From an optimization exercise on the open Yosys and OpenROAD flow, aimed at small area; shortcuts taken in it are not production practice. In this exercise RTL edits were held to simulation tests only and were not proved equivalent to the original. The flow treats the clock pin as an ideal source, which a real chip does not have. Power and IR drop assume default switching activity.

**run.sh**
```bash
#!/bin/bash
# synth_recipe.tcl (not shown) runs the flow's synth.tcl, then flattens the netlist and writes it again
# the make line also repeats each setting of config.mk as NAME=value (left out here)
make -C /OpenROAD-flow-scripts/flow DESIGN_CONFIG=/design/flow/config.mk WORK_HOME=/design/flow/orfs CLKGATE_MAP_FILE= SYNTH_SCRIPT=/design/flow/synth_recipe.tcl finish
```
**config.mk**
```make
export PLATFORM = sky130hd
export DESIGN_NAME = split_cache_top
export DESIGN_NICKNAME = split_cache_top
export VERILOG_FILES = /design/flow/design.v
export SDC_FILE = /design/flow/constraint.sdc
export NUM_CORES = 4
export LEC_CHECK = 0
export CAP_MARGIN = 20
export CORE_MARGIN = 2
export CORE_UTILIZATION = 40
export PLACE_DENSITY = 0.55
export SLEW_MARGIN = 20
```
**constraint.sdc**
```tcl
create_clock -name core_clock -period 12.0 [get_ports {clk_i}]
set_input_delay 2.4000 -clock core_clock [delete_from_list [all_inputs] [get_ports {clk_i}]]
set_output_delay 2.4000 -clock core_clock [all_outputs]
set_load 0.01 [all_outputs]
```
**design.v**
```verilog
package cache_pkg;
    localparam int ADDR_W   = 32;
    localparam int OFFSET_W = 6;
    localparam int INDEX_W  = 4;
    localparam int NUM_SETS = 16;
    localparam int TAG_W    = ADDR_W - INDEX_W - OFFSET_W;
    localparam int D_WAYS = 8;
    localparam int I_WAYS = 4;
    localparam int WAY_W = 3;
    localparam int CNT_W = 16;
    localparam logic [1:0] MESI_I = 2'd0;
    localparam logic [1:0] MESI_S = 2'd1;
    localparam logic [1:0] MESI_E = 2'd2;
    localparam logic [1:0] MESI_M = 2'd3;
    localparam logic [2:0] OP_READ      = 3'd0;
    localparam logic [2:0] OP_WRITE     = 3'd1;
    localparam logic [2:0] OP_FETCH     = 3'd2;
    localparam logic [2:0] OP_SNOOP_INV = 3'd3;
    localparam logic [2:0] OP_SNOOP_RD  = 3'd4;
endpackage
`timescale 1ns/100ps
module set_store #(
    parameter int WAYS  = 8,
    parameter int AGE_W = 3
) (
    input  logic                                 clk_i,
    input  logic                                 rst_n_i,
    input  logic [cache_pkg::NUM_SETS-1:0]       set_sel_i,    
    output logic [WAYS*cache_pkg::TAG_W-1:0]     tag_o,
    output logic [WAYS*2-1:0]                    mesi_o,
    output logic [WAYS*AGE_W-1:0]                age_o,
    input  logic [WAYS-1:0]                      tag_we_i,
    input  logic [cache_pkg::TAG_W-1:0]          tag_i,
    input  logic [WAYS-1:0]                      mesi_we_i,
    input  logic [1:0]                           mesi_i,
    input  logic                                 age_we_i,
    input  logic [WAYS*AGE_W-1:0]                age_i
);
    localparam int TAG_W  = cache_pkg::TAG_W;
    localparam int SETS   = cache_pkg::NUM_SETS;
    localparam int TSET_W = WAYS * TAG_W;
    localparam int MSET_W = WAYS * 2;
    localparam int ASET_W = WAYS * AGE_W;
    function automatic [ASET_W-1:0] cold_ages();
        cold_ages = '0;
        for (int w = 0; w < WAYS; w++) begin
            cold_ages[w*AGE_W +: AGE_W] = AGE_W'(w);
        end
    endfunction
    localparam logic [ASET_W-1:0] COLD_AGES = cold_ages();
    logic [SETS*TSET_W-1:0] tag_q;
    logic [SETS*MSET_W-1:0] mesi_q;
    logic [SETS*ASET_W-1:0] age_q;
    logic [1:0]        mesi_d;
    logic [ASET_W-1:0] age_d;
    assign mesi_d = rst_n_i ? mesi_i : cache_pkg::MESI_I;
    assign age_d  = rst_n_i ? age_i  : COLD_AGES;
    always_ff @(posedge clk_i) begin
        for (int s = 0; s < SETS; s++) begin
            for (int w = 0; w < WAYS; w++) begin
                if (tag_we_i[w] && set_sel_i[s]) begin
                    tag_q[(s*WAYS + w)*TAG_W +: TAG_W] <= tag_i;
                end
                if (!rst_n_i || (mesi_we_i[w] && set_sel_i[s])) begin
                    mesi_q[(s*WAYS + w)*2 +: 2] <= mesi_d;
                end
            end
            if (!rst_n_i || (age_we_i && set_sel_i[s])) begin
                age_q[s*ASET_W +: ASET_W] <= age_d;
            end
        end
    end
    always_comb begin
        tag_o  = '0;
        mesi_o = '0;
        age_o  = '0;
        for (int s = 0; s < SETS; s++) begin
            tag_o  = tag_o  | ({TSET_W{set_sel_i[s]}} & tag_q[s*TSET_W +: TSET_W]);
            mesi_o = mesi_o | ({MSET_W{set_sel_i[s]}} & mesi_q[s*MSET_W +: MSET_W]);
            age_o  = age_o  | ({ASET_W{set_sel_i[s]}} & age_q[s*ASET_W +: ASET_W]);
        end
    end
endmodule
`timescale 1ns/100ps
module way_update #(
    parameter int WAYS  = 8,
    parameter int AGE_W = 3
) (
    input  logic                                 lookup_en_i,
    input  logic [2:0]                           op_i,
    input  logic [cache_pkg::TAG_W-1:0]          tag_i,
    input  logic [WAYS*cache_pkg::TAG_W-1:0]     tag_set_i,
    input  logic [WAYS*2-1:0]                    mesi_set_i,
    input  logic [WAYS*AGE_W-1:0]                age_set_i,
    output logic [WAYS-1:0]                      tag_we_o,
    output logic [WAYS-1:0]                      mesi_we_o,
    output logic [1:0]                           mesi_o,
    output logic                                 age_we_o,
    output logic [WAYS*AGE_W-1:0]                age_o,
    output logic                                 hit_o,
    output logic [cache_pkg::WAY_W-1:0]          way_o,
    output logic [1:0]                           rsp_mesi_o,
    output logic                                 victim_dirty_o
);
    localparam int TAG_W = cache_pkg::TAG_W;
    localparam int IDX_W = $clog2(WAYS);
    logic [TAG_W-1:0] tag_in  [WAYS];
    logic [1:0]       mesi_in [WAYS];
    logic [AGE_W-1:0] age_in  [WAYS];
    logic [WAYS-1:0]  valid_vec;
    logic [WAYS-1:0]  hit_vec;
    logic [WAYS-1:0]  inv_vec;
    logic [WAYS-1:0]  old_vec;
    logic [WAYS-1:0]  sel_vec;
    logic             hit;
    logic             any_inv;
    logic [AGE_W-1:0] touched_age;
    logic [1:0]       sel_mesi;
    logic [IDX_W-1:0] sel_way;
    logic [1:0]       new_mesi;
    logic             is_snoop;
    always_comb begin
        for (int w = 0; w < WAYS; w++) begin
            tag_in[w]  = tag_set_i[w*TAG_W +: TAG_W];
            mesi_in[w] = mesi_set_i[w*2 +: 2];
            age_in[w]  = age_set_i[w*AGE_W +: AGE_W];
        end
    end
    always_comb begin
        for (int w = 0; w < WAYS; w++) begin
            valid_vec[w] = (mesi_in[w] != cache_pkg::MESI_I);
            hit_vec[w]   = valid_vec[w] && (tag_in[w] == tag_i);
            old_vec[w]   = (age_in[w] == AGE_W'(WAYS - 1));
        end
    end
    assign hit     = |hit_vec;
    assign any_inv = ~&valid_vec;
    always_comb begin
        for (int w = 0; w < WAYS; w++) begin
            inv_vec[w] = !valid_vec[w];
            for (int v = 0; v < w; v++) begin
                if (!valid_vec[v]) inv_vec[w] = 1'b0;
            end
        end
    end
    assign sel_vec = hit ? hit_vec : (any_inv ? inv_vec : old_vec);
    always_comb begin
        touched_age = '0;
        sel_mesi    = '0;
        sel_way     = '0;
        for (int w = 0; w < WAYS; w++) begin
            touched_age = touched_age | ({AGE_W{sel_vec[w]}} & age_in[w]);
            sel_mesi    = sel_mesi    | ({2{sel_vec[w]}} & mesi_in[w]);
            sel_way     = sel_way     | ({IDX_W{sel_vec[w]}} & IDX_W'(w));
        end
    end
    assign is_snoop = (op_i == cache_pkg::OP_SNOOP_INV) || (op_i == cache_pkg::OP_SNOOP_RD);
    always_comb begin
        new_mesi = sel_mesi;
        case (op_i)
            cache_pkg::OP_SNOOP_INV: if (hit) new_mesi = cache_pkg::MESI_I;
            cache_pkg::OP_SNOOP_RD: begin
                if (hit && sel_mesi[1]) new_mesi = cache_pkg::MESI_S;
            end
            cache_pkg::OP_WRITE: new_mesi = cache_pkg::MESI_M;
            default: if (!hit) new_mesi = cache_pkg::MESI_E;
        endcase
    end
    always_comb begin
        for (int w = 0; w < WAYS; w++) begin
            if (sel_vec[w]) begin
                age_o[w*AGE_W +: AGE_W] = '0;
            end else if (age_in[w] < touched_age) begin
                age_o[w*AGE_W +: AGE_W] = age_in[w] + 1'b1;
            end else begin
                age_o[w*AGE_W +: AGE_W] = age_in[w];
            end
        end
    end
    assign tag_we_o  = {WAYS{lookup_en_i && !is_snoop && !hit}} & sel_vec;
    assign mesi_we_o = {WAYS{lookup_en_i && (!is_snoop || hit)}} & sel_vec;
    assign mesi_o    = new_mesi;
    assign age_we_o  = lookup_en_i && !is_snoop;
    assign hit_o          = lookup_en_i && hit;
    assign way_o          = (lookup_en_i && !(is_snoop && !hit)) ? cache_pkg::WAY_W'(sel_way) : '0;
    assign rsp_mesi_o     = (lookup_en_i && !(is_snoop && !hit)) ? new_mesi : cache_pkg::MESI_I;
    assign victim_dirty_o = lookup_en_i && !is_snoop && !hit && (sel_mesi == cache_pkg::MESI_M);
endmodule
`timescale 1ns/100ps
module command_router (
    input  logic                           clk_i,
    input  logic                           rst_n_i,
    input  logic                           cmd_valid_i,
    input  logic [34:0]                    cmd_i,
    output logic                           d_lookup_en_o,
    output logic                           i_lookup_en_o,
    output logic [2:0]                     op_o,
    output logic [cache_pkg::TAG_W-1:0]    tag_o,
    output logic [cache_pkg::NUM_SETS-1:0] set_sel_o,
    input  logic                           d_hit_i,
    input  logic [cache_pkg::WAY_W-1:0]    d_way_i,
    input  logic [1:0]                     d_mesi_i,
    input  logic                           d_victim_dirty_i,
    input  logic                           i_hit_i,
    input  logic [cache_pkg::WAY_W-1:0]    i_way_i,
    input  logic [1:0]                     i_mesi_i,
    input  logic                           i_victim_dirty_i,
    output logic                           rsp_valid_o,
    output logic [7:0]                     rsp_o,
    output logic [31:0]                    stats_o
);
    logic                          s1_valid_q;
    logic [2:0]                    s1_op_q;
    logic [cache_pkg::TAG_W-1:0]   s1_tag_q;
    logic [cache_pkg::NUM_SETS-1:0] s1_set_q;
    logic                          s1_snoop;
    logic                          s1_fetch;
    logic                          s1_data;
    logic [7:0]                    merged;
    logic [cache_pkg::CNT_W-1:0]   hit_count_q;
    logic [cache_pkg::CNT_W-1:0]   miss_count_q;
    always_ff @(posedge clk_i) begin
        if (!rst_n_i) begin
            s1_valid_q <= 1'b0;
        end else begin
            s1_valid_q <= cmd_valid_i;
        end
    end
    always_ff @(posedge clk_i) begin
        s1_op_q    <= cmd_i[34:32];
        s1_tag_q   <= cmd_i[31:10];
        for (int s = 0; s < cache_pkg::NUM_SETS; s++) begin
            s1_set_q[s] <= (cmd_i[9:6] == cache_pkg::INDEX_W'(s));
        end
    end
    assign s1_snoop = (s1_op_q == cache_pkg::OP_SNOOP_INV) || (s1_op_q == cache_pkg::OP_SNOOP_RD);
    assign s1_fetch = (s1_op_q == cache_pkg::OP_FETCH);
    assign s1_data  = (s1_op_q == cache_pkg::OP_READ) || (s1_op_q == cache_pkg::OP_WRITE);
    assign d_lookup_en_o = s1_valid_q && (s1_data || s1_snoop);
    assign i_lookup_en_o = s1_valid_q && (s1_fetch || s1_snoop);
    assign op_o          = s1_op_q;
    assign tag_o         = s1_tag_q;
    assign set_sel_o     = s1_set_q;
    always_comb begin
        if (s1_snoop) begin
            if (d_hit_i) merged = {1'b1, d_way_i, d_mesi_i, 1'b0, 1'b0};
            else         merged = {i_hit_i, i_way_i, i_mesi_i, 1'b0, 1'b1};
        end else if (s1_fetch) begin
            merged = {i_hit_i, i_way_i, i_mesi_i, i_victim_dirty_i, 1'b1};
        end else begin
            merged = {d_hit_i, d_way_i, d_mesi_i, d_victim_dirty_i, 1'b0};
        end
    end
    always_ff @(posedge clk_i) begin
        if (!rst_n_i) begin
            rsp_valid_o  <= 1'b0;
            hit_count_q  <= '0;
            miss_count_q <= '0;
        end else begin
            rsp_valid_o <= s1_valid_q;
            if (s1_valid_q && !s1_snoop) begin
                if (merged[7]) begin
                    hit_count_q <= hit_count_q + 1'b1;
                end else begin
                    miss_count_q <= miss_count_q + 1'b1;
                end
            end
        end
    end
    assign stats_o = {hit_count_q, miss_count_q};
    always_ff @(posedge clk_i) begin
        if (s1_valid_q) begin
            rsp_o <= merged;
        end
    end
endmodule
`timescale 1ns/100ps
module split_cache_top (
    input  logic                 clk_i,
    input  logic                 rst_n_i,
    input  logic                 cmd_valid_i,
    input  logic [34:0]          cmd_i,
    output logic                 rsp_valid_o,
    output logic [7:0]           rsp_o,
    output logic [31:0]          stats_o
);
    localparam int TAG_W   = cache_pkg::TAG_W;
    localparam int D_WAYS  = cache_pkg::D_WAYS;
    localparam int I_WAYS  = cache_pkg::I_WAYS;
    localparam int D_AGE_W = $clog2(D_WAYS);
    localparam int I_AGE_W = $clog2(I_WAYS);
    logic                          d_lookup_en;
    logic                          i_lookup_en;
    logic [2:0]                    op;
    logic [TAG_W-1:0]              tag;
    logic [cache_pkg::NUM_SETS-1:0] set_sel;
    logic [D_WAYS*TAG_W-1:0]       d_tag_set;
    logic [D_WAYS*2-1:0]           d_mesi_set;
    logic [D_WAYS*D_AGE_W-1:0]     d_age_set;
    logic [D_WAYS-1:0]             d_tag_we;
    logic [D_WAYS-1:0]             d_mesi_we;
    logic [1:0]                    d_mesi_wr;
    logic                          d_age_we;
    logic [D_WAYS*D_AGE_W-1:0]     d_age_wr;
    logic                          d_hit;
    logic [cache_pkg::WAY_W-1:0]   d_way;
    logic [1:0]                    d_mesi;
    logic                          d_victim_dirty;
    logic [I_WAYS*TAG_W-1:0]       i_tag_set;
    logic [I_WAYS*2-1:0]           i_mesi_set;
    logic [I_WAYS*I_AGE_W-1:0]     i_age_set;
    logic [I_WAYS-1:0]             i_tag_we;
    logic [I_WAYS-1:0]             i_mesi_we;
    logic [1:0]                    i_mesi_wr;
    logic                          i_age_we;
    logic [I_WAYS*I_AGE_W-1:0]     i_age_wr;
    logic                          i_hit;
    logic [cache_pkg::WAY_W-1:0]   i_way;
    logic [1:0]                    i_mesi;
    logic                          i_victim_dirty;
    command_router u_router (
        .clk_i            (clk_i),
        .rst_n_i          (rst_n_i),
        .cmd_valid_i      (cmd_valid_i),
        .cmd_i            (cmd_i),
        .d_lookup_en_o    (d_lookup_en),
        .i_lookup_en_o    (i_lookup_en),
        .op_o             (op),
        .tag_o            (tag),
        .set_sel_o        (set_sel),
        .d_hit_i          (d_hit),
        .d_way_i          (d_way),
        .d_mesi_i         (d_mesi),
        .d_victim_dirty_i (d_victim_dirty),
        .i_hit_i          (i_hit),
        .i_way_i          (i_way),
        .i_mesi_i         (i_mesi),
        .i_victim_dirty_i (i_victim_dirty),
        .rsp_valid_o      (rsp_valid_o),
        .rsp_o            (rsp_o),
        .stats_o          (stats_o)
    );
    set_store #(.WAYS(D_WAYS), .AGE_W(D_AGE_W)) u_d_store (
        .clk_i     (clk_i),
        .rst_n_i   (rst_n_i),
        .set_sel_i (set_sel),
        .tag_o     (d_tag_set),
        .mesi_o    (d_mesi_set),
        .age_o     (d_age_set),
        .tag_we_i  (d_tag_we),
        .tag_i     (tag),
        .mesi_we_i (d_mesi_we),
        .mesi_i    (d_mesi_wr),
        .age_we_i  (d_age_we),
        .age_i     (d_age_wr)
    );
    way_update #(.WAYS(D_WAYS), .AGE_W(D_AGE_W)) u_d_update (
        .lookup_en_i    (d_lookup_en),
        .op_i           (op),
        .tag_i          (tag),
        .tag_set_i      (d_tag_set),
        .mesi_set_i     (d_mesi_set),
        .age_set_i      (d_age_set),
        .tag_we_o       (d_tag_we),
        .mesi_we_o      (d_mesi_we),
        .mesi_o         (d_mesi_wr),
        .age_we_o       (d_age_we),
        .age_o          (d_age_wr),
        .hit_o          (d_hit),
        .way_o          (d_way),
        .rsp_mesi_o     (d_mesi),
        .victim_dirty_o (d_victim_dirty)
    );
    set_store #(.WAYS(I_WAYS), .AGE_W(I_AGE_W)) u_i_store (
        .clk_i     (clk_i),
        .rst_n_i   (rst_n_i),
        .set_sel_i (set_sel),
        .tag_o     (i_tag_set),
        .mesi_o    (i_mesi_set),
        .age_o     (i_age_set),
        .tag_we_i  (i_tag_we),
        .tag_i     (tag),
        .mesi_we_i (i_mesi_we),
        .mesi_i    (i_mesi_wr),
        .age_we_i  (i_age_we),
        .age_i     (i_age_wr)
    );
    way_update #(.WAYS(I_WAYS), .AGE_W(I_AGE_W)) u_i_update (
        .lookup_en_i    (i_lookup_en),
        .op_i           (op),
        .tag_i          (tag),
        .tag_set_i      (i_tag_set),
        .mesi_set_i     (i_mesi_set),
        .age_set_i      (i_age_set),
        .tag_we_o       (i_tag_we),
        .mesi_we_o      (i_mesi_we),
        .mesi_o         (i_mesi_wr),
        .age_we_o       (i_age_we),
        .age_o          (i_age_wr),
        .hit_o          (i_hit),
        .way_o          (i_way),
        .rsp_mesi_o     (i_mesi),
        .victim_dirty_o (i_victim_dirty)
    );
endmodule
```
==> results of run 1 <==
-- flip-flops by register name, indices dropped and copies added (netlist names) --
register               count
u_d_store.age_q          384
u_d_store.mesi_q         256
u_d_store.tag_q         2816
u_i_store.age_q          128
u_i_store.mesi_q         128
u_i_store.tag_q         1408
u_router.hit_count_q      16
u_router.miss_count_q     16
u_router.rsp_o             8
u_router.rsp_valid_o       1
u_router.s1_op_q           3
u_router.s1_set_q         16
u_router.s1_tag_q         22
u_router.s1_valid_q        1
-- Yosys cell counts (10+ instances only) --
cell / instances / area [um^2]
a221oi_2: 46 / 691
buf_4: 45 / 338
mux2i_1: 16 / 160
nor4_1: 110 / 688
a21oi_1: 17 / 85.1
a22oi_1: 194 / 1460
edfxtp_1: 5128 / 154000
and3_1: 10 / 62.6
and4_1: 27 / 236
inv_1: 57 / 214
buf_1: 76 / 285
a22o_1: 1185 / 10400
a211oi_1: 13 / 97.6
buf_2: 222 / 1110
dfxtp_1: 75 / 1500
and2_1: 36 / 225
xnor2_1: 33 / 289
o21ai_1: 20 / 100
nand3_1: 42 / 210
ha_1: 42 / 526
nor2_1: 138 / 518
clkbuf_1: 195 / 732
nor3_1: 233 / 1170
nand2_1: 187 / 702
o22ai_1: 12 / 75.1
xor2_1: 266 / 2330
nand2b_1: 11 / 68.8
buf_6: 182 / 2050
nand4_1: 326 / 2040
a221oi_1: 1139 / 9980
o21ai_0: 216 / 1080
-- worst reg2reg max path, stage by stage (launching register included) --
cell	delay, ns
dfxtp_4	1.06
buf_12	0.63
a22o_1	0.27
a221oi_1	0.05
nand4_1	0.22
xor2_1	0.17
nor4_1	0.46
nand4_1	0.43
o22ai_1	0.82
nor4_1	0.30
a21oi_4	0.18
buf_4	0.36
inv_1	0.29
a222oi_1	0.45
o2111ai_1	0.18
a211oi_1	0.32
buf_4	0.25
ha_1	0.25
nor3_1	0.38
a311oi_4	0.10
and2_1	0.22
o21ai_1	0.81
-- area by class of cell --
type | count | share of cell area, %
inverter | 58 | 0.0985
clock buffer | 682 | 6.52
tap | 6450 | 3.65
sequential | 5203 | 70.4
timing repair buffer | 533 | 2.20
clock inverter | 283 | 1.10
antenna | 9 | 0.0102
multi-input combinational | 4426 | 16.0
-- worst paths after layout --
check	to	slack [ns]
setup / recovery	u_d_store.age_q[278]	3.49
hold / removal	u_router.hit_count_q[15]	0.50
setup reg to reg	u_d_store.age_q[278]	3.49
hold reg to reg	u_router.hit_count_q[15]	0.50
-- per-layer routing --
| layer | vias up | track usage (%) | share of wire (%) |
|---|---|---|---|
| met5 | - | 0 | 0.013 |
| met1 | 60100 | 34.1 | 40 |
| met4 | 14 | 8.18 | 3.5 |
| met3 | 1038 | 3.46 | 8.3 |
| li1 | 45200 | - | - |
| met2 | 6156 | 41.0 | 48 |
-- logic make-up (layout without fill, tap and decap cells) --
family	count (synthesis)	count (layout)	share of synthesized area, %
AO/OA/AOI/OAI	2903	2903	12.6
XOR/XNOR	299	299	1.35
adder cells (fa/ha/maj)	42	42	0.270
buffers and inverters	778	1556	2.43
flip-flops	5203	5203	80.0
multiplexers	16	16	0.0824
other	0	9	0
AND/OR/NAND/NOR	1166	1166	3.25
-- per-stage QoR --
| stage | cells | total power [W] | hold slack [ns] | setup slack, ns |
|---|---|---|---|---|
| after global routing | 17600 | 0.0410 | 0.546 | 3.11 |
| after floorplan | 10400 | 0.0230 | 0.502 | 2.93 |
| after detailed placement | 16700 | 0.0241 | 0.485 | 3.38 |
| final | 17600 | 0.0399 | 0.503 | 3.49 |
| after global placement | 16700 | 0.0240 | 0.470 | 3.35 |
| after CTS | 17600 | 0.0400 | 0.493 | 3.39 |
-- power breakdown --
group / total, W / internal (W) / leakage, nW / switching (W)
logic: 0.00253 / 0.000711 / 13.1 / 0.00182
clock network: 0.0162 / 0.00906 / 8.21 / 0.00710
registers: 0.0212 / 0.0209 / 47.5 / 0.000274
==> impl_metrics.tcl, run 1 <==
set metrics [dict create \
    slew_headroom_pct 21.7 \
    cp_max_fo 81 \
    start_kind "flop" \
    core_region_area_um2 485000 \
    routedWlPerCell_um 35.8 \
    layout_commonest_cell "edfxtp_1" \
    clock_sinks 5203 \
    grt_max_degree 129 \
    ys_ff_latch 5203 \
    dp_hpwl_mm 314 \
    dpl-instance-area_um2 204000 \
    cp.required_ns 12.70 \
    synthCells 10400 \
    synth_cell_types 73 \
    grt_pass1_wl_mm 871 \
    area_delta_synth_final_pct 13.6 \
    clk_latency_ns 1.07 \
    first_iter_violations 15400 \
    synth-edff-count 5128 \
    worst-setup-path-type "flop to flop" \
    max_stage_delay_ns 1.06 \
    setup_viol 0 \
    cts_tree "yes" \
    io_buffers 72 \
    ctsHtreeMaxLevel 6 \
    final_cell_mix "edfxtp_1 (5128), a22o_1 (1185), a221oi_1 (1139)" \
    cts_buffer_depth 4 \
    final-seq-area_um2 156000 \
    overflow 0 \
    critPathBufInv 4 \
    worstHoldStart "u_router.hit_count_q[15]" \
    cts-root-buf "clkbuf_16" \
    r2r_cells 21 \
    async_flop_share_pct 0 \
    drc 0 \
    p_leak_nw 68.8 \
    synthFlopType "edfxtp_1" \
    whs_path_depth 2 \
    place.gp.congestion 0.822 \
    drive_gt1_share_pct 13.6 \
    initial_utilization_pct 40.1 \
    drt.antenna.violating_nets 0 \
    fin_setup_tns_ns 0 \
    post_cts_resized 0 \
    reg2reg_from "u_router.s1_set_q[1]" \
    power_density_nw_per_um2 180 \
    critPathSlowestCell "dfxtp_4" \
    fmax_mhz 117 \
    via_per_inst 6.38 \
    maxSlewViolCount 0 \
    dr.pass1.iters 7 \
    synth_seq_area_share_pct 80.0 \
    vias 112000 \
    worst_setup_path_end_kind "flop" \
    cts_hold_buf 0 \
    post_cts_buffers 0 \
    cts_buffers 545 \
    fillers 41100 \
    status "timing/DRC/antenna clean" \
    synth_nets 10500 \
    grt_usage_pct 24.8 \
    fin_crit_sh_pct 70.9 \
    multi_input_area_um2 35300 \
    post-route-util_pct 45.6 \
    die_h_um 701 \
    nets 10800 \
    crit_family "compound AO/OA/AOI/OAI gates" \
    ir_drop_uv 173 \
    rsz0062_at_grt "false" \
    clkTransAtPathRegs_ns 0.06 \
    arrival_ns 9.21 \
    antenna_found_initial 19 \
    period_needed_ns 8.51 \
    tightest_slew_ns 1.17 \
    hold_class "flop to flop" \
    stdcell_area_um2 221000 \
    chipWidth_um 701 \
    wirelength_mm 631 \
    synth_area_per_cell_um2 18.7 \
    ys.warnings.count 11 \
    row_count 256 \
    ioPinCount 79 \
    hold_violations 0 \
    crit_chain "buf_12, a22o_1, a221oi_1, nand4_1, xor2_1, nor4_1, nand4_1, o22ai_1, nor4_1, a21oi_4, buf_4, inv_1, a222oi_1, o2111ai_1, a211oi_1, buf_4, ha_1, nor3_1, a311oi_4, and2_1, o21ai_1" \
    finClkSkew_ns 0.0571 \
    grt_pass1_vias 112000 \
    dieArea_um2 492000 \
    syn_area_um2 194000 \
    cp.depth 21 \
    startpoint "u_router.s1_set_q[1]" \
    drv_cap 0 \
]
==> run 2, diff against run 1 <==
--- a/design.v
+++ b/design.v
@@ -28,22 +28,22 @@
     input  logic [cache_pkg::NUM_SETS-1:0]       set_sel_i,    
     output logic [WAYS*cache_pkg::TAG_W-1:0]     tag_o,
     output logic [WAYS*2-1:0]                    mesi_o,
-    output logic [WAYS*AGE_W-1:0]                age_o,
+    output logic [(WAYS-2)*AGE_W:0]              age_o,
     input  logic [WAYS-1:0]                      tag_we_i,
     input  logic [cache_pkg::TAG_W-1:0]          tag_i,
     input  logic [WAYS-1:0]                      mesi_we_i,
     input  logic [1:0]                           mesi_i,
     input  logic                                 age_we_i,
-    input  logic [WAYS*AGE_W-1:0]                age_i
+    input  logic [(WAYS-2)*AGE_W:0]              age_i
 );
     localparam int TAG_W  = cache_pkg::TAG_W;
     localparam int SETS   = cache_pkg::NUM_SETS;
     localparam int TSET_W = WAYS * TAG_W;
     localparam int MSET_W = WAYS * 2;
-    localparam int ASET_W = WAYS * AGE_W;
+    localparam int ASET_W = (WAYS - 2) * AGE_W + 1;
     function automatic [ASET_W-1:0] cold_ages();
         cold_ages = '0;
-        for (int w = 0; w < WAYS; w++) begin
+        for (int w = 0; w < WAYS - 2; w++) begin
             cold_ages[w*AGE_W +: AGE_W] = AGE_W'(w);
         end
     endfunction
@@ -91,12 +91,12 @@
     input  logic [cache_pkg::TAG_W-1:0]          tag_i,
     input  logic [WAYS*cache_pkg::TAG_W-1:0]     tag_set_i,
     input  logic [WAYS*2-1:0]                    mesi_set_i,
-    input  logic [WAYS*AGE_W-1:0]                age_set_i,
+    input  logic [(WAYS-2)*AGE_W:0]              age_set_i,
     output logic [WAYS-1:0]                      tag_we_o,
     output logic [WAYS-1:0]                      mesi_we_o,
     output logic [1:0]                           mesi_o,
     output logic                                 age_we_o,
-    output logic [WAYS*AGE_W-1:0]                age_o,
+    output logic [(WAYS-2)*AGE_W:0]              age_o,
     output logic                                 hit_o,
     output logic [cache_pkg::WAY_W-1:0]          way_o,
     output logic [1:0]                           rsp_mesi_o,
@@ -123,9 +123,33 @@
         for (int w = 0; w < WAYS; w++) begin
             tag_in[w]  = tag_set_i[w*TAG_W +: TAG_W];
             mesi_in[w] = mesi_set_i[w*2 +: 2];
-            age_in[w]  = age_set_i[w*AGE_W +: AGE_W];
         end
     end
+    logic [WAYS-1:0]  age_used;
+    logic [AGE_W-1:0] free_lo;
+    logic [AGE_W-1:0] free_hi;
+    logic             last_older;
+    logic [AGE_W-1:0] new_age [WAYS];
+    always_comb begin
+        age_used = '0;
+        for (int w = 0; w < WAYS - 2; w++) begin
+            age_in[w] = age_set_i[w*AGE_W +: AGE_W];
+            for (int a = 0; a < WAYS; a++) begin
+                if (age_in[w] == AGE_W'(a)) age_used[a] = 1'b1;
+            end
+        end
+        free_lo = '0;
+        for (int a = WAYS - 1; a >= 0; a--) begin
+            if (!age_used[a]) free_lo = AGE_W'(a);
+        end
+        free_hi = '0;
+        for (int a = 0; a < WAYS; a++) begin
+            if (!age_used[a]) free_hi = AGE_W'(a);
+        end
+        last_older       = age_set_i[(WAYS-2)*AGE_W];
+        age_in[WAYS - 2] = last_older ? free_hi : free_lo;
+        age_in[WAYS - 1] = last_older ? free_lo : free_hi;
+    end
     always_comb begin
         for (int w = 0; w < WAYS; w++) begin
             valid_vec[w] = (mesi_in[w] != cache_pkg::MESI_I);
@@ -169,13 +193,17 @@
     always_comb begin
         for (int w = 0; w < WAYS; w++) begin
             if (sel_vec[w]) begin
-                age_o[w*AGE_W +: AGE_W] = '0;
+                new_age[w] = '0;
             end else if (age_in[w] < touched_age) begin
-                age_o[w*AGE_W +: AGE_W] = age_in[w] + 1'b1;
+                new_age[w] = age_in[w] + 1'b1;
             end else begin
-                age_o[w*AGE_W +: AGE_W] = age_in[w];
+                new_age[w] = age_in[w];
             end
         end
+        for (int w = 0; w < WAYS - 2; w++) begin
+            age_o[w*AGE_W +: AGE_W] = new_age[w];
+        end
+        age_o[(WAYS-2)*AGE_W] = sel_vec[WAYS-1] || (!sel_vec[WAYS-2] && last_older);
     end
     assign tag_we_o  = {WAYS{lookup_en_i && !is_snoop && !hit}} & sel_vec;
     assign mesi_we_o = {WAYS{lookup_en_i && (!is_snoop || hit)}} & sel_vec;
@@ -296,24 +324,24 @@
     logic [cache_pkg::NUM_SETS-1:0] set_sel;
     logic [D_WAYS*TAG_W-1:0]       d_tag_set;
     logic [D_WAYS*2-1:0]           d_mesi_set;
-    logic [D_WAYS*D_AGE_W-1:0]     d_age_set;
+    logic [(D_WAYS-2)*D_AGE_W:0]   d_age_set;
     logic [D_WAYS-1:0]             d_tag_we;
     logic [D_WAYS-1:0]             d_mesi_we;
     logic [1:0]                    d_mesi_wr;
     logic                          d_age_we;
-    logic [D_WAYS*D_AGE_W-1:0]     d_age_wr;
+    logic [(D_WAYS-2)*D_AGE_W:0]   d_age_wr;
     logic                          d_hit;
     logic [cache_pkg::WAY_W-1:0]   d_way;
     logic [1:0]                    d_mesi;
     logic                          d_victim_dirty;
     logic [I_WAYS*TAG_W-1:0]       i_tag_set;
     logic [I_WAYS*2-1:0]           i_mesi_set;
-    logic [I_WAYS*I_AGE_W-1:0]     i_age_set;
+    logic [(I_WAYS-2)*I_AGE_W:0]   i_age_set;
     logic [I_WAYS-1:0]             i_tag_we;
     logic [I_WAYS-1:0]             i_mesi_we;
     logic [1:0]                    i_mesi_wr;
     logic                          i_age_we;
-    logic [I_WAYS*I_AGE_W-1:0]     i_age_wr;
+    logic [(I_WAYS-2)*I_AGE_W:0]   i_age_wr;
     logic                          i_hit;
     logic [cache_pkg::WAY_W-1:0]   i_way;
     logic [1:0]                    i_mesi;
==> config.mk (replaced) <==
export PLATFORM = sky130hd
export DESIGN_NAME = split_cache_top
export DESIGN_NICKNAME = split_cache_top
export VERILOG_FILES = /design/flow/design.v
export SDC_FILE = /design/flow/constraint.sdc
export NUM_CORES = 4
export LEC_CHECK = 0
export CAP_MARGIN = 10
export CORE_MARGIN = 2
export CORE_UTILIZATION = 65
export CTS_BUF_LIST = sky130_fd_sc_hd__clkbuf_8
export CTS_CLUSTER_DIAMETER = 40
export CTS_CLUSTER_SIZE = 16
export PLACE_DENSITY = 0.75
export SLEW_MARGIN = 10
==> impl_metrics.tcl, run 2 <==
set metrics [dict create \
    maxSlewViolCount 0 \
    syn_area_um2 189000 \
    cp.required_ns 12.87 \
    arrival_ns 10.01 \
    place.gp.congestion 0.922 \
    cts_tree "yes" \
    slew_headroom_pct 11.9 \
    final-seq-area_um2 152000 \
    path_common_cell "buf_4" \
    chipWidth_um 543 \
    fin_crit_sh_pct 76.1 \
    synth.area.top_cells "edfxtp_1 (79%), a22o_1 (5.4%), a221oi_1 (5.4%)" \
    hold_violations 0 \
    cts_hold_buf 0 \
    grt_usage_pct 37.0 \
    tightest_slew_ns 1.32 \
    antenna_found_initial 21 \
    post_cts_resized 0 \
    clkTransAtPathRegs_ns 0.09 \
    synth_top_family_by_area "compound AO/OA/AOI/OAI gates" \
    synthMuxAreaShare_pct 0.0768 \
    largest_register_ffs 2816 \
    finClkSkew_ns 0.0787 \
    synth_largest_area_cell "edfxtp_1" \
    grt_pass1_vias 110000 \
    core_region_area_um2 289000 \
    r2r_cells 24 \
    seqPwrFrac_pct 58.7 \
    cts_buffers 534 \
    fillers 16500 \
    final_cell_mix "edfxtp_1 (5000), a22o_1 (1162), a221oi_1 (1160)" \
    max_stage_delay_ns 1.11 \
    area_delta_synth_final_pct 9.95 \
    ys.warnings.count 13 \
    synth_nets 10400 \
    setup_viol 0 \
    drive_gt1_share_pct 14.4 \
    cp_max_fo 87 \
    dp_hpwl_mm 288 \
    clock_sinks 5075 \
    multi_input_area_um2 34700 \
    regMostFlops "u_d_store.tag_q" \
    worst_setup_path_end_kind "flop" \
    via_per_inst 7.58 \
    hold_class "flop to flop" \
    drv_cap 0 \
    p_leak_nw 65.4 \
    grt_pass1_wl_mm 776 \
    die_h_um 543 \
    post_cts_buffers 0 \
    worst-setup-path-type "flop to flop" \
    internal-power_w 0.0263 \
    layout_commonest_cell "edfxtp_1" \
    dpl-instance-area_um2 196000 \
    switching_share_pct 24.2 \
    synth-edff-count 5000 \
    start_kind "flop" \
    yosysTopAreaCellShare_pct 79.5 \
    overflow 0 \
    wirelength_mm 554 \
    rsz0062_at_grt "false" \
    fmax_mhz 109 \
    synth_seq_area_share_pct 80.3 \
    synth_cell_types 77 \
    stdcell_area_um2 208000 \
    crit_family "simple AND/OR/NAND/NOR gates" \
    pwr-share-clk_pct 34.4 \
    nets 10800 \
    p_switching_w 0.00842 \
    p_comb_share_pct 7.0 \
    vias 114000 \
    top_regs "u_d_store.tag_q x2816, u_i_store.tag_q x1408, u_d_store.age_q x304" \
    whs_path_depth 2 \
    grt_max_degree 129 \
    routedWlPerCell_um 37.0 \
    synthCells 10300 \
    synthFlopType "edfxtp_1" \
    layout_setup_ws_ns 2.87 \
    synth_common_cells "edfxtp_1 (5000), a22o_1 (1162), a221oi_1 (1160)" \
    synth_simple_gate_area_share_pct 3.53 \
    ys_ff_latch 5075 \
    drc 0 \
    ioPinCount 79 \
    synth.most_common_cell "edfxtp_1" \
    fin_setup_tns_ns 0 \
    dr.pass1.iters 8 \
    drt.antenna.violating_nets 0 \
    ir_drop_uv 146 \
    critPathBufInv 5 \
    cp.depth 24 \
    cts_buffer_depth 4 \
    ctsHtreeMaxLevel 6 \
    power_density_nw_per_um2 167 \
    clk_latency_ns 1.25 \
    synth_area_per_cell_um2 18.3 \
    io_buffers 72 \
    dieArea_um2 295000 \
    row_count 197 \
    critPathSlowestCell "dfxtp_4" \
    status "timing/DRC/antenna clean" \
    synthAdderAreaFrac_pct 0.391 \
    synthXorXnorAreaFrac_pct 1.29 \
    async_flop_share_pct 0 \
    cts-root-buf "clkbuf_8" \
    synth_compound_area_share_pct 12.6 \
    initial_utilization_pct 65.5 \
    first_iter_violations 20100 \
    crit_chain "buf_12, a22o_1, a221oi_1, and4_1, and2_1, nor4_1, nand4_1, nor2_1, buf_4, nor4_1, buf_4, and2_1, a31oi_2, buf_4, nand2b_1, nand2_1, a21oi_1, nor4_1, buf_4, ha_1, nor2_1, a311oi_4, mux2_1, nor2_1" \
    place_ws_ns 3.14 \
    period_needed_ns 9.13 \
]
-- run 2: cell types whose count changed after synthesis, moves of 49 or more --
| cell | previous run | this run |
|---|---|---|
| buf_6 | 182 | 48 |
| edfxtp_1 | 5128 | 5000 |
| nand2_1 | 187 | 291 |
| buf_1 | 76 | 172 |
| nor2_1 | 138 | 229 |
| nor3_1 | 233 | 157 |
| clkbuf_1 | 195 | 244 |
-- run 2: worst paths after layout --
kind / start / end / slack, ns
worst max-delay path: u_router.s1_set_q[4] / u_d_store.age_q[222] / 2.87
worst min-delay path: u_router.hit_count_q[9] / u_router.hit_count_q[9] / 0.50
worst max register to register: u_router.s1_set_q[4] / u_d_store.age_q[222] / 2.87
worst min register to register: u_router.hit_count_q[9] / u_router.hit_count_q[9] / 0.50
-- run 2: stage by stage --
stage	hold WS, ns	power [W]	utilization [%]	cells
2_1_floorplan	0.496	0.0222	-	10300
3_3_place_gp	0.467	0.0230	68.0	14000
3_5_place_dp	0.487	0.0231	68.0	14000
4_1_cts	0.502	0.0347	72.0	15000
5_1_grt	0.530	0.0356	72.0	15000
6_report	0.499	0.0348	72.0	15000
-- run 2: kinds of logic (layout without fill, tap and decap cells) --
| kind of cell | Yosys count | in the layout |
|---|---|---|
| AO/OA/AOI/OAI | 2836 | 2836 |
| AND/OR/NAND/NOR | 1291 | 1291 |
| buffers and inverters | 762 | 1544 |
| flip-flops | 5075 | 5075 |
| other | 0 | 12 |
| multiplexers | 14 | 14 |
| XOR/XNOR | 279 | 279 |
| adder cells (fa/ha/maj) | 59 | 59 |
-- run 2: routing by layer --
layer / GRT usage (%) / vias to the layer above / wire length (um)
met5: 0 / - / 80
met4: 16.6 / 10 / 29200
met3: 7.98 / 1765 / 81300
met2: 58.4 / 10600 / 258000
met1: 50.2 / 56900 / 186000
li1: - / 44400 / -
-- run 2: cell type report --
cell class / instances / area share [%]
Timing Repair Buffer: 515 / 2.19
Inverter: 58 / 0.105
Tap cell: 3880 / 2.34
Multi-Input combinational cell: 4479 / 16.7
Antenna cell: 12 / 0.0145
Clock inverter: 425 / 1.94
Sequential cell: 5075 / 73.1
Clock buffer: 546 / 3.62
-- run 2: worst register-to-register path, stage by stage, from the launching register on --
cell	delay, ns
dfxtp_4	1.11
buf_12	0.68
a22o_1	0.34
a221oi_1	0.05
and4_1	0.27
and2_1	0.47
nor4_1	0.44
nand4_1	0.13
nor2_1	0.52
buf_4	0.35
nor4_1	0.11
buf_4	0.22
and2_1	0.43
a31oi_2	0.36
buf_4	0.38
nand2b_1	0.15
nand2_1	0.09
a21oi_1	0.08
nor4_1	0.56
buf_4	0.27
ha_1	0.21
nor2_1	0.08
a311oi_4	0.37
mux2_1	0.36
nor2_1	0.74
-- run 2: power by group through the flow --
stage / registers [W] / clock network, W / logic (W)
6_report: 0.0204 / 0.0119 / 0.00242
4_1_cts: 0.0204 / 0.0119 / 0.00234
3_3_place_gp: 0.0207 / 0 / 0.00226
5_1_grt: 0.0204 / 0.0126 / 0.00254
2_1_floorplan: 0.0208 / 0 / 0.00135
3_5_place_dp: 0.0208 / 0 / 0.00233
==> run 3, diff against run 2 <==
--- a/design.v
+++ b/design.v
@@ -31,9 +31,8 @@
     output logic [(WAYS-2)*AGE_W:0]              age_o,
     input  logic [WAYS-1:0]                      tag_we_i,
     input  logic [cache_pkg::TAG_W-1:0]          tag_i,
-    input  logic [WAYS-1:0]                      mesi_we_i,
-    input  logic [1:0]                           mesi_i,
-    input  logic                                 age_we_i,
+    input  logic                                 state_we_i,
+    input  logic [WAYS*2-1:0]                    mesi_i,
     input  logic [(WAYS-2)*AGE_W:0]              age_i
 );
     localparam int TAG_W  = cache_pkg::TAG_W;
@@ -51,9 +50,9 @@
     logic [SETS*TSET_W-1:0] tag_q;
     logic [SETS*MSET_W-1:0] mesi_q;
     logic [SETS*ASET_W-1:0] age_q;
-    logic [1:0]        mesi_d;
+    logic [MSET_W-1:0] mesi_d;
     logic [ASET_W-1:0] age_d;
-    assign mesi_d = rst_n_i ? mesi_i : cache_pkg::MESI_I;
+    assign mesi_d = rst_n_i ? mesi_i : '0;
     assign age_d  = rst_n_i ? age_i  : COLD_AGES;
     always_ff @(posedge clk_i) begin
         for (int s = 0; s < SETS; s++) begin
@@ -61,26 +60,51 @@
                 if (tag_we_i[w] && set_sel_i[s]) begin
                     tag_q[(s*WAYS + w)*TAG_W +: TAG_W] <= tag_i;
                 end
-                if (!rst_n_i || (mesi_we_i[w] && set_sel_i[s])) begin
-                    mesi_q[(s*WAYS + w)*2 +: 2] <= mesi_d;
-                end
             end
-            if (!rst_n_i || (age_we_i && set_sel_i[s])) begin
-                age_q[s*ASET_W +: ASET_W] <= age_d;
+            if (!rst_n_i || (state_we_i && set_sel_i[s])) begin
+                mesi_q[s*MSET_W +: MSET_W] <= mesi_d;
+                age_q[s*ASET_W +: ASET_W]  <= age_d;
             end
         end
     end
-    always_comb begin
-        tag_o  = '0;
-        mesi_o = '0;
-        age_o  = '0;
-        for (int s = 0; s < SETS; s++) begin
-            tag_o  = tag_o  | ({TSET_W{set_sel_i[s]}} & tag_q[s*TSET_W +: TSET_W]);
-            mesi_o = mesi_o | ({MSET_W{set_sel_i[s]}} & mesi_q[s*MSET_W +: MSET_W]);
-            age_o  = age_o  | ({ASET_W{set_sel_i[s]}} & age_q[s*ASET_W +: ASET_W]);
+    for (genvar b = 0; b < TSET_W; b++) begin : g_tag_rd
+        logic [SETS-1:0] col;
+        for (genvar s = 0; s < SETS; s++) begin : g_col
+            assign col[s] = tag_q[s*TSET_W + b];
+        end
+        rd_mux16 u_mux (.sel_i(set_sel_i), .d_i(col), .q_o(tag_o[b]));
+    end
+    for (genvar b = 0; b < MSET_W; b++) begin : g_mesi_rd
+        logic [SETS-1:0] col;
+        for (genvar s = 0; s < SETS; s++) begin : g_col
+            assign col[s] = mesi_q[s*MSET_W + b];
+        end
+        rd_mux16 u_mux (.sel_i(set_sel_i), .d_i(col), .q_o(mesi_o[b]));
+    end
+    for (genvar b = 0; b < ASET_W; b++) begin : g_age_rd
+        logic [SETS-1:0] col;
+        for (genvar s = 0; s < SETS; s++) begin : g_col
+            assign col[s] = age_q[s*ASET_W + b];
         end
+        rd_mux16 u_mux (.sel_i(set_sel_i), .d_i(col), .q_o(age_o[b]));
     end
 endmodule
+module rd_mux16 (
+    input  logic [15:0] sel_i,
+    input  logic [15:0] d_i,
+    output logic        q_o
+);
+    logic [15:0] p;
+    logic [5:0]  g;
+    assign p = sel_i & d_i;
+    assign g[0] = p[0]  | p[1]  | p[2];
+    assign g[1] = p[3]  | p[4]  | p[5];
+    assign g[2] = p[6]  | p[7]  | p[8];
+    assign g[3] = p[9]  | p[10] | p[11];
+    assign g[4] = p[12] | p[13] | p[14];
+    assign g[5] = p[15];
+    assign q_o  = (g[0] | g[1] | g[2]) | (g[3] | g[4] | g[5]);
+endmodule
 `timescale 1ns/100ps
 module way_update #(
     parameter int WAYS  = 8,
@@ -93,9 +117,8 @@
     input  logic [WAYS*2-1:0]                    mesi_set_i,
     input  logic [(WAYS-2)*AGE_W:0]              age_set_i,
     output logic [WAYS-1:0]                      tag_we_o,
-    output logic [WAYS-1:0]                      mesi_we_o,
-    output logic [1:0]                           mesi_o,
-    output logic                                 age_we_o,
+    output logic                                 state_we_o,
+    output logic [WAYS*2-1:0]                    mesi_o,
     output logic [(WAYS-2)*AGE_W:0]              age_o,
     output logic                                 hit_o,
     output logic [cache_pkg::WAY_W-1:0]          way_o,
@@ -112,6 +135,7 @@
     logic [WAYS-1:0]  inv_vec;
     logic [WAYS-1:0]  old_vec;
     logic [WAYS-1:0]  sel_vec;
+    logic [WAYS-1:0]  upd_vec;
     logic             hit;
     logic             any_inv;
     logic [AGE_W-1:0] touched_age;
@@ -168,17 +192,18 @@
         end
     end
     assign sel_vec = hit ? hit_vec : (any_inv ? inv_vec : old_vec);
+    assign is_snoop = (op_i == cache_pkg::OP_SNOOP_INV) || (op_i == cache_pkg::OP_SNOOP_RD);
+    assign upd_vec = is_snoop ? '0 : sel_vec;
     always_comb begin
         touched_age = '0;
         sel_mesi    = '0;
         sel_way     = '0;
         for (int w = 0; w < WAYS; w++) begin
-            touched_age = touched_age | ({AGE_W{sel_vec[w]}} & age_in[w]);
+            touched_age = touched_age | ({AGE_W{upd_vec[w]}} & age_in[w]);
             sel_mesi    = sel_mesi    | ({2{sel_vec[w]}} & mesi_in[w]);
             sel_way     = sel_way     | ({IDX_W{sel_vec[w]}} & IDX_W'(w));
         end
     end
-    assign is_snoop = (op_i == cache_pkg::OP_SNOOP_INV) || (op_i == cache_pkg::OP_SNOOP_RD);
     always_comb begin
         new_mesi = sel_mesi;
         case (op_i)
@@ -192,7 +217,8 @@
     end
     always_comb begin
         for (int w = 0; w < WAYS; w++) begin
-            if (sel_vec[w]) begin
+            mesi_o[w*2 +: 2] = sel_vec[w] ? new_mesi : mesi_in[w];
+            if (upd_vec[w]) begin
                 new_age[w] = '0;
             end else if (age_in[w] < touched_age) begin
                 new_age[w] = age_in[w] + 1'b1;
@@ -203,12 +229,10 @@
         for (int w = 0; w < WAYS - 2; w++) begin
             age_o[w*AGE_W +: AGE_W] = new_age[w];
         end
-        age_o[(WAYS-2)*AGE_W] = sel_vec[WAYS-1] || (!sel_vec[WAYS-2] && last_older);
+        age_o[(WAYS-2)*AGE_W] = upd_vec[WAYS-1] || (!upd_vec[WAYS-2] && last_older);
     end
     assign tag_we_o  = {WAYS{lookup_en_i && !is_snoop && !hit}} & sel_vec;
-    assign mesi_we_o = {WAYS{lookup_en_i && (!is_snoop || hit)}} & sel_vec;
-    assign mesi_o    = new_mesi;
-    assign age_we_o  = lookup_en_i && !is_snoop;
+    assign state_we_o = lookup_en_i && (!is_snoop || hit);
     assign hit_o          = lookup_en_i && hit;
     assign way_o          = (lookup_en_i && !(is_snoop && !hit)) ? cache_pkg::WAY_W'(sel_way) : '0;
     assign rsp_mesi_o     = (lookup_en_i && !(is_snoop && !hit)) ? new_mesi : cache_pkg::MESI_I;
@@ -240,7 +264,7 @@
     logic                          s1_valid_q;
     logic [2:0]                    s1_op_q;
     logic [cache_pkg::TAG_W-1:0]   s1_tag_q;
-    logic [cache_pkg::NUM_SETS-1:0] s1_set_q;
+    logic [cache_pkg::INDEX_W-1:0] s1_index_q;
     logic                          s1_snoop;
     logic                          s1_fetch;
     logic                          s1_data;
@@ -257,9 +281,7 @@
     always_ff @(posedge clk_i) begin
         s1_op_q    <= cmd_i[34:32];
         s1_tag_q   <= cmd_i[31:10];
-        for (int s = 0; s < cache_pkg::NUM_SETS; s++) begin
-            s1_set_q[s] <= (cmd_i[9:6] == cache_pkg::INDEX_W'(s));
-        end
+        s1_index_q <= cmd_i[9:6];
     end
     assign s1_snoop = (s1_op_q == cache_pkg::OP_SNOOP_INV) || (s1_op_q == cache_pkg::OP_SNOOP_RD);
     assign s1_fetch = (s1_op_q == cache_pkg::OP_FETCH);
@@ -268,7 +290,11 @@
     assign i_lookup_en_o = s1_valid_q && (s1_fetch || s1_snoop);
     assign op_o          = s1_op_q;
     assign tag_o         = s1_tag_q;
-    assign set_sel_o     = s1_set_q;
+    always_comb begin
+        for (int s = 0; s < cache_pkg::NUM_SETS; s++) begin
+            set_sel_o[s] = (s1_index_q == cache_pkg::INDEX_W'(s));
+        end
+    end
     always_comb begin
         if (s1_snoop) begin
             if (d_hit_i) merged = {1'b1, d_way_i, d_mesi_i, 1'b0, 1'b0};
@@ -297,9 +323,7 @@
     end
     assign stats_o = {hit_count_q, miss_count_q};
     always_ff @(posedge clk_i) begin
-        if (s1_valid_q) begin
-            rsp_o <= merged;
-        end
+        rsp_o <= merged;
     end
 endmodule
 `timescale 1ns/100ps
@@ -326,9 +350,8 @@
     logic [D_WAYS*2-1:0]           d_mesi_set;
     logic [(D_WAYS-2)*D_AGE_W:0]   d_age_set;
     logic [D_WAYS-1:0]             d_tag_we;
-    logic [D_WAYS-1:0]             d_mesi_we;
-    logic [1:0]                    d_mesi_wr;
-    logic                          d_age_we;
+    logic                          d_state_we;
+    logic [D_WAYS*2-1:0]           d_mesi_wr;
     logic [(D_WAYS-2)*D_AGE_W:0]   d_age_wr;
     logic                          d_hit;
     logic [cache_pkg::WAY_W-1:0]   d_way;
@@ -338,9 +361,8 @@
     logic [I_WAYS*2-1:0]           i_mesi_set;
     logic [(I_WAYS-2)*I_AGE_W:0]   i_age_set;
     logic [I_WAYS-1:0]             i_tag_we;
-    logic [I_WAYS-1:0]             i_mesi_we;
-    logic [1:0]                    i_mesi_wr;
-    logic                          i_age_we;
+    logic                          i_state_we;
+    logic [I_WAYS*2-1:0]           i_mesi_wr;
     logic [(I_WAYS-2)*I_AGE_W:0]   i_age_wr;
     logic                          i_hit;
     logic [cache_pkg::WAY_W-1:0]   i_way;
@@ -377,9 +399,8 @@
         .age_o     (d_age_set),
         .tag_we_i  (d_tag_we),
         .tag_i     (tag),
-        .mesi_we_i (d_mesi_we),
+        .state_we_i (d_state_we),
         .mesi_i    (d_mesi_wr),
-        .age_we_i  (d_age_we),
         .age_i     (d_age_wr)
     );
     way_update #(.WAYS(D_WAYS), .AGE_W(D_AGE_W)) u_d_update (
@@ -390,9 +411,8 @@
         .mesi_set_i     (d_mesi_set),
         .age_set_i      (d_age_set),
         .tag_we_o       (d_tag_we),
-        .mesi_we_o      (d_mesi_we),
+        .state_we_o     (d_state_we),
         .mesi_o         (d_mesi_wr),
-        .age_we_o       (d_age_we),
         .age_o          (d_age_wr),
         .hit_o          (d_hit),
         .way_o          (d_way),
@@ -408,9 +428,8 @@
         .age_o     (i_age_set),
         .tag_we_i  (i_tag_we),
         .tag_i     (tag),
-        .mesi_we_i (i_mesi_we),
+        .state_we_i (i_state_we),
         .mesi_i    (i_mesi_wr),
-        .age_we_i  (i_age_we),
         .age_i     (i_age_wr)
     );
     way_update #(.WAYS(I_WAYS), .AGE_W(I_AGE_W)) u_i_update (
@@ -421,9 +440,8 @@
         .mesi_set_i     (i_mesi_set),
         .age_set_i      (i_age_set),
         .tag_we_o       (i_tag_we),
-        .mesi_we_o      (i_mesi_we),
+        .state_we_o     (i_state_we),
         .mesi_o         (i_mesi_wr),
-        .age_we_o       (i_age_we),
         .age_o          (i_age_wr),
         .hit_o          (i_hit),
         .way_o          (i_way),
==> flow/run.sh (new file) <==
#!/bin/bash
# Standard layout with three changes:
#  - synthesis maps the logic with an area-oriented ABC script (flow/abc_speed.script
#    replaces ORFS's); registers are mapped exactly as in the standard synthesis;
#  - clock tree synthesis uses clkbuf_8 in clusters of at most 20 sinks and no dummy loads;
#  - after clock tree synthesis, flow/post_cts.tcl upsizes the clock buffers whose
#    flip-flop clock pins have a slow slew.
set -euo pipefail
rm -rf orfs_scripts
cp -r "$FLOW_HOME/scripts" orfs_scripts
cp flow/abc_speed.script orfs_scripts/abc_speed.script
export SCRIPTS_DIR="$PWD/orfs_scripts"
export CTS_ARGS="-sink_clustering_enable -repair_clock_nets -dont_use_dummy_load -buf_list sky130_fd_sc_hd__clkbuf_8 -sink_clustering_size 20 -sink_clustering_max_diameter 50"
export POST_CTS_TCL="$PWD/flow/post_cts.tcl"
bash standard.sh finish > standard.log 2>&1
==> flow/abc_speed.script (new file) <==
&get -n
&st
&dch -f
&nf -R 1000 -a -A 8 -F 8
&put
==> flow/post_cts.tcl (new file) <==
# Upsize the clock buffers that drive flip-flop clock pins with a slow slew,
# then legalize the placement again.
proc my_slow_clk_drivers { limit } {
  set drivers [dict create]
  foreach pin [get_pins -hierarchical */CLK] {
    set s [get_property $pin slew_max]
    if { $s > $limit } {
      set net [get_nets -of_objects $pin]
      foreach d [get_pins -of_objects $net -filter "direction==output"] {
        dict set drivers [get_full_name [get_cells -of_objects $d]] 1
      }
    }
  }
  return [dict keys $drivers]
}
set my_clk_slew_target 0.100
for { set i 0 } { $i < 3 } { incr i } {
  estimate_parasitics -placement
  set slow [my_slow_clk_drivers $my_clk_slew_target]
  puts "post-CTS clock slew pass $i: [llength $slow] slow drivers"
  if { [llength $slow] == 0 } { break }
  foreach inst $slow {
    set master [get_property [get_cells $inst] ref_name]
    set bigger ""
    if { $master eq "sky130_fd_sc_hd__clkbuf_4" } { set bigger sky130_fd_sc_hd__clkbuf_8 }
    if { $master eq "sky130_fd_sc_hd__clkbuf_8" } { set bigger sky130_fd_sc_hd__clkbuf_16 }
    if { $bigger ne "" } {
      puts "  $inst $master -> $bigger"
      replace_cell $inst $bigger
    }
  }
  detailed_placement
}
estimate_parasitics -placement
==> standard.sh (new file) <==
#!/bin/bash
# synth_recipe.tcl (not shown) runs the flow's synth.tcl, then flattens the netlist and writes it again
# the make line also repeats each setting of config.mk as NAME=value (left out here)
make -C /OpenROAD-flow-scripts/flow DESIGN_CONFIG=/design/flow/config.mk WORK_HOME=/design/flow/orfs CLKGATE_MAP_FILE= SYNTH_SCRIPT=/design/flow/synth_recipe.tcl "${@:-finish}"
--- a/config.mk
+++ b/config.mk
@@ -8,8 +8,5 @@
 export CAP_MARGIN = 10
 export CORE_MARGIN = 2
 export CORE_UTILIZATION = 65
-export CTS_BUF_LIST = sky130_fd_sc_hd__clkbuf_8
-export CTS_CLUSTER_DIAMETER = 40
-export CTS_CLUSTER_SIZE = 16
 export PLACE_DENSITY = 0.75
 export SLEW_MARGIN = 10
removed: run.sh
==> impl_metrics.tcl, run 3 <==
set metrics [dict create \
    synth_largest_area_cell "edfxtp_1" \
    rsz0062_at_grt "false" \
    largest_register_ffs 2816 \
    initial_utilization_pct 65.3 \
    io_buffers 72 \
    tightest_slew_ns 1.31 \
    fin_hold_ws_ns 0.455 \
    dpl-instance-area_um2 190000 \
    synth_common_cells "edfxtp_1 (4992), a222oi_1 (1551), nand2_1 (496)" \
    grt_pass1_vias 99900 \
    reg2reg_from "u_router.s1_index_q[2]" \
    setup_viol 0 \
    maxSlewViolCount 0 \
    status "timing/DRC/antenna clean" \
    dieArea_um2 281000 \
    drive_gt1_share_pct 11.2 \
    ioPinCount 79 \
    row_count 193 \
    core_region_area_um2 276000 \
    worst-setup-path-type "flop to flop" \
    async_flop_share_pct 0 \
    drt.antenna.violating_nets 0 \
    layout_commonest_cell "edfxtp_1" \
    cts_tree "yes" \
    regMostFlops "u_d_store.tag_q" \
    fmax_mhz 100 \
    hold_class "flop to flop" \
    synth_seq_area_share_pct 84.0 \
    stdcell_area_um2 197000 \
    dr.pass1.iters 13 \
    drc 0 \
    clk_latency_ns 1.17 \
    nets 9953 \
    met1_usage_pct 46.8 \
    worst_setup_path_end_kind "flop" \
    worstHoldStart "u_router.hit_count_q[15]" \
    critPathSlowestCell "nor4b_4" \
    top_regs "u_d_store.tag_q x2816, u_i_store.tag_q x1408, u_d_store.age_q x304" \
    hold_violations 0 \
    power.total_w 0.0313 \
    ys.warnings.count 13 \
    top_usage_layer "met2" \
    arrival_ns 10.74 \
    max_stage_delay_ns 1.03 \
    crit_chain "nand2b_1, nor2_4, buf_4, a222oi_1, nand2_1, a211oi_1, nand2_1, nand2_1, or4_1, nor4_1, nand4_1, nand4_1, nor4b_4, clkinv_1, o31a_1, o221ai_1, a21oi_1, nor2_1, nor2_1, nor2_1, clkinv_1, a21oi_1" \
    synth_cell_types 57 \
    cp_max_fo 19 \
    place.gp.congestion 0.905 \
    drv_cap 0 \
    slew_headroom_pct 12.6 \
    via_per_inst 7.63 \
    area_delta_synth_final_pct 9.18 \
    final_cell_mix "edfxtp_1 (4992), a222oi_1 (1551), nand2_1 (487)" \
    synthCells 8987 \
    fin_crit_sh_pct 83.2 \
    grt_util_met2_pct 51.1 \
    first_iter_violations 24700 \
    synth.area.top_cells "edfxtp_1 (83%), a222oi_1 (8.6%), a211oi_1 (1.1%)" \
    clkTransAtPathRegs_ns 0.08 \
    ys_ff_latch 5063 \
    power_density_nw_per_um2 159 \
    layout_setup_ws_ns 2.01 \
    place_ws_ns 2.42 \
    die_h_um 530 \
    chipWidth_um 530 \
    start_kind "flop" \
    wirelength_mm 471 \
    startpoint "u_router.s1_index_q[2]" \
    p_leak_nw 61.1 \
    use_met3_pct 7.39 \
    crit_family "simple AND/OR/NAND/NOR gates" \
    synth-edff-count 4992 \
    period_needed_ns 9.99 \
    finClkSkew_ns 0.163 \
    syn_area_um2 180000 \
    dp_hpwl_mm 253 \
    synth_nets 9079 \
    yosysTopAreaCellShare_pct 83.2 \
    overflow 0 \
    grt_usage_pct 32.9 \
    grt_max_degree 143 \
    synthFlopType "edfxtp_1" \
    ir_drop_uv 130 \
    cp.required_ns 12.76 \
    fin_setup_tns_ns 0 \
    critPathBufInv 3 \
    antenna_found_initial 12 \
    synth.most_common_cell "edfxtp_1" \
    grt_pass1_wl_mm 670 \
    fillers 16200 \
    clock_sinks 5063 \
    routedWlPerCell_um 34.7 \
    synth_area_per_cell_um2 20.0 \
    vias 104000 \
]
[run 3: area by class of cell]
type | count | area, um^2 | area share (%)
Antenna cell | 8 | 20.0 | 0.0102
Clock buffer | 396 | 6460 | 3.29
Inverter | 42 | 158 | 0.0802
Multi-Input combinational cell | 3882 | 29800 | 15.1
Sequential cell | 5063 | 151000 | 77.0
Tap cell | 3705 | 4640 | 2.36
Timing Repair Buffer | 476 | 4180 | 2.12
[run 3: logic make-up (layout without fill, tap and decap cells)]
group,Yosys count,count (layout),synth area share (%)
compound gates,2273,2273,11.3
other cells,0,8,0
flops,5063,5063,84.0
buf+inv,42,914,0.0875
mux,15,15,0.0847
xor+xnor,125,125,0.608
simple gates,1415,1415,3.56
fa+ha+maj,54,54,0.375
[run 3: metal layers]
| layer | up-vias | share of wire [%] | routed length [um] |
|---|---|---|---|
| li1 | 42000 | - | - |
| met1 | 51500 | 35 | 164000 |
| met2 | 9032 | 46 | 219000 |
| met3 | 1088 | 15 | 71100 |
| met4 | 6 | 3.8 | 17800 |
| met5 | - | 0.014 | 65 |
[run 3: stage by stage]
stage	utilization, %	std cells
after floorplan	-	8987
after global placement	68.9	13200
after detailed placement	68.9	13200
after global routing	71.2	13600
final	71.2	13600
[run 3: where the power goes]
part	leakage [nW]	switching (W)	internal [W]	total [W]
Combinational	11.5	0.00162	0.000616	0.00224
Sequential	46.2	0.000219	0.0202	0.0204
Clock	3.31	0.00508	0.00358	0.00866
[run 3: worst reg2reg max path, stage by stage, from the launching register on]
cell and delay [ns]:
dfxtp_1 0.83, nand2b_1 0.46, nor2_4 0.26, buf_4 0.33, a222oi_1 0.39, nand2_1 0.11
a211oi_1 0.46, nand2_1 0.67, nand2_1 0.20, or4_1 0.23, nor4_1 0.10, nand4_1 0.63
nand4_1 0.32, nor4b_4 1.03, clkinv_1 0.38, o31a_1 0.53, o221ai_1 0.37, a21oi_1 0.13
nor2_1 0.11, nor2_1 0.06, nor2_1 0.74, clkinv_1 0.44, a21oi_1 0.92
[run 3: final timing paths]
check | cells past startpoint | end | slack (ns)
min | 1 | u_router.hit_count_q[15] | 0.46
max reg2reg | 22 | u_d_store.mesi_q[40] | 2.01
min reg2reg | 1 | u_router.hit_count_q[15] | 0.46
max | 22 | u_d_store.mesi_q[40] | 2.01
==> run 4, diff against run 3 <==
==> flow/run.sh (replaced) <==
#!/bin/bash
# Standard layout with four changes:
#  - synthesis maps the logic with an area-oriented ABC script (flow/abc_speed.script
#    replaces ORFS's); registers are mapped exactly as in the standard synthesis;
#  - the ports are buffered with buf_1;
#  - clock tree synthesis uses clkbuf_4 in clusters of at most 10 sinks (clkbuf_8 higher
#    up the tree) and no dummy loads;
#  - after clock tree synthesis, flow/post_cts.tcl upsizes the clock buffers whose
#    flip-flop clock pins have a slow slew.
set -euo pipefail
rm -rf orfs_scripts
cp -r "$FLOW_HOME/scripts" orfs_scripts
cp flow/abc_speed.script orfs_scripts/abc_speed.script
export SCRIPTS_DIR="$PWD/orfs_scripts"
export BUFFER_PORTS_ARGS="-buffer_cell sky130_fd_sc_hd__buf_1"
export CTS_ARGS="-sink_clustering_enable -repair_clock_nets -dont_use_dummy_load -buf_list {sky130_fd_sc_hd__clkbuf_4 sky130_fd_sc_hd__clkbuf_8} -sink_clustering_buffer sky130_fd_sc_hd__clkbuf_4 -sink_clustering_size 10 -sink_clustering_max_diameter 30"
export POST_CTS_TCL="$PWD/flow/post_cts.tcl"
bash standard.sh finish > standard.log 2>&1
==> impl_metrics.tcl, run 4 <==
set metrics [dict create \
    routedWlPerCell_um 34.4 \
    synth.area.top_cells "edfxtp_1 (83%), a222oi_1 (8.6%), a211oi_1 (1.1%)" \
    final_cell_mix "edfxtp_1 (4992), a222oi_1 (1551), clkbuf_4 (650)" \
    dp_cells 13200 \
    worst_setup_path_end_kind "flop" \
    die_h_um 530 \
    rr_endpoint "u_d_store.mesi_q[168]" \
    via_per_inst 7.55 \
    final-seq-area_um2 151000 \
    core_region_area_um2 276000 \
    fin_hold_ws_ns 0.459 \
    post-route-util_pct 71.0 \
    cts_tree "yes" \
    rrSetupSlack_ns 1.98 \
    tightest_slew_ns 1.33 \
    use_met3_pct 8.58 \
    period_needed_ns 10.02 \
    io_buffers 72 \
    fin_crit_sh_pct 83.5 \
    drc 0 \
    clk_latency_ns 1.26 \
    p_leak_nw 61.2 \
    start_kind "flop" \
    first_iter_violations 24500 \
    ys.warnings.count 13 \
    ioPinCount 79 \
    fillers 16400 \
    wirelength_mm 479 \
    fmax_mhz 99.8 \
    hold_class "flop to flop" \
    clkTransAtPathRegs_ns 0.10 \
    nets 10300 \
    grt_usage_pct 33.5 \
    slew_headroom_pct 11.0 \
    top_regs "u_d_store.tag_q x2816, u_i_store.tag_q x1408, u_d_store.age_q x304" \
    ir_drop_uv 108 \
    drv_cap 0 \
    power_density_nw_per_um2 158 \
    ys_ff_latch 5063 \
    dp_hpwl_mm 254 \
    area_delta_synth_final_pct 8.73 \
    met1_usage_pct 47.3 \
    row_count 193 \
    hold_violations 0 \
    worst-setup-path-type "flop to flop" \
    synth_area_per_cell_um2 20.0 \
    multi_input_area_um2 29800 \
    drive_gt1_share_pct 14.1 \
    antenna_found_initial 10 \
    dr.pass1.iters 14 \
    cp.required_ns 12.80 \
    regMostFlops "u_d_store.tag_q" \
    synth_largest_area_cell "edfxtp_1" \
    cp_max_fo 76 \
    dieArea_um2 281000 \
    status "timing/DRC/antenna clean" \
    syn_area_um2 180000 \
    synth_cell_types 57 \
    synth_seq_area_share_pct 84.0 \
    rsz0062_at_grt "false" \
    drt.antenna.violating_nets 0 \
    vias 105000 \
    r2r_cells 21 \
    grt_util_met2_pct 51.1 \
    whs_path_depth 2 \
    grt_pass1_wl_mm 681 \
    largest_register_ffs 2816 \
    yosysTopAreaCellShare_pct 83.2 \
    place.gp.congestion 0.877 \
    synth-edff-count 4992 \
    finClkSkew_ns 0.146 \
]
-- run 4: worst max-delay path by stage --
stage,slack (ns),startpoint,depth (start not counted),to
6_report,1.98,u_router.s1_index_q[2],21,u_d_store.mesi_q[168]
2_1_floorplan,-0.43,u_router.s1_index_q[2],15,u_d_store.age_q[0]
3_3_place_gp,2.77,u_router.s1_index_q[2],22,u_d_store.mesi_q[88]
3_5_place_dp,2.58,u_router.s1_index_q[2],22,u_d_store.mesi_q[168]
5_1_grt,1.90,u_router.s1_index_q[2],21,u_d_store.mesi_q[168]
-- run 4: through the flow --
stage | cell area, um^2 | setup TNS [ns] | setup slack, ns | power, W
after global placement | 190000 | 0 | 2.77 | 0.0229
after floorplan | 180000 | -603.66 | -0.427 | 0.0221
after detailed placement | 190000 | 0 | 2.58 | 0.0230
after global routing | 196000 | 0 | 1.90 | 0.0319
final | 196000 | 0 | 1.98 | 0.0310
-- run 4: kinds of logic after synthesis --
logic type	share of synthesized area, %
flops	84.0
compound gates	11.3
simple gates	3.56
xor+xnor	0.608
fa+ha+maj	0.375
buf+inv	0.0875
mux	0.0847
-- run 4: metal layers --
layer | part of all wire, % | up-vias
met2 | 46 | 9065
met1 | 35 | 51900
met5 | 0.019 | -
met4 | 3.9 | 4
li1 | - | 42900
met3 | 16 | 1099
-- run 4: power breakdown --
group	leakage [nW]	internal [W]	switching, W	total, W
sequential	46.2	0.0202	0.000216	0.0204
combinational	11.4	0.000611	0.00164	0.00225
clock	3.60	0.00313	0.00521	0.00834
total	61.2	0.0239	0.00707	0.0310
-- run 4: area by class of cell --
type	instances	area share, %
antenna	4	0.00511
clock buffer	734	3.09
inverter	42	0.0805
multi-input combinational	3882	15.2
sequential	5063	77.3
tap	3705	2.37
timing repair buffer	481	1.93
-- run 4: critical path, stage by stage, from the launching register on --
cell	delay (ns)
dfxtp_1	0.86
nand2b_1	0.46
nor2_4	0.24
buf_12	0.27
a222oi_1	0.40
nand2_1	0.10
a211oi_1	0.38
and2_0	0.85
a2111oi_0	0.33
nand4_1	0.25
or4_1	0.50
nand4_1	0.25
nor4b_4	1.04
clkinv_1	0.38
o31a_1	0.53
o221ai_1	0.36
a21oi_1	0.13
nor2_1	0.11
nor2_1	0.06
nor2_1	0.61
clkinv_1	0.39
a21oi_1	0.94

Re-timed with assumed drivers on the ports (clkbuf_16 on the clock, buf_2 on other inputs), run 4 has 1.983 ns of setup slack against 1.983 ns with ideal ports, and 1.983 ns once port delays also move by the mid clock arrival of 1.284 ns.
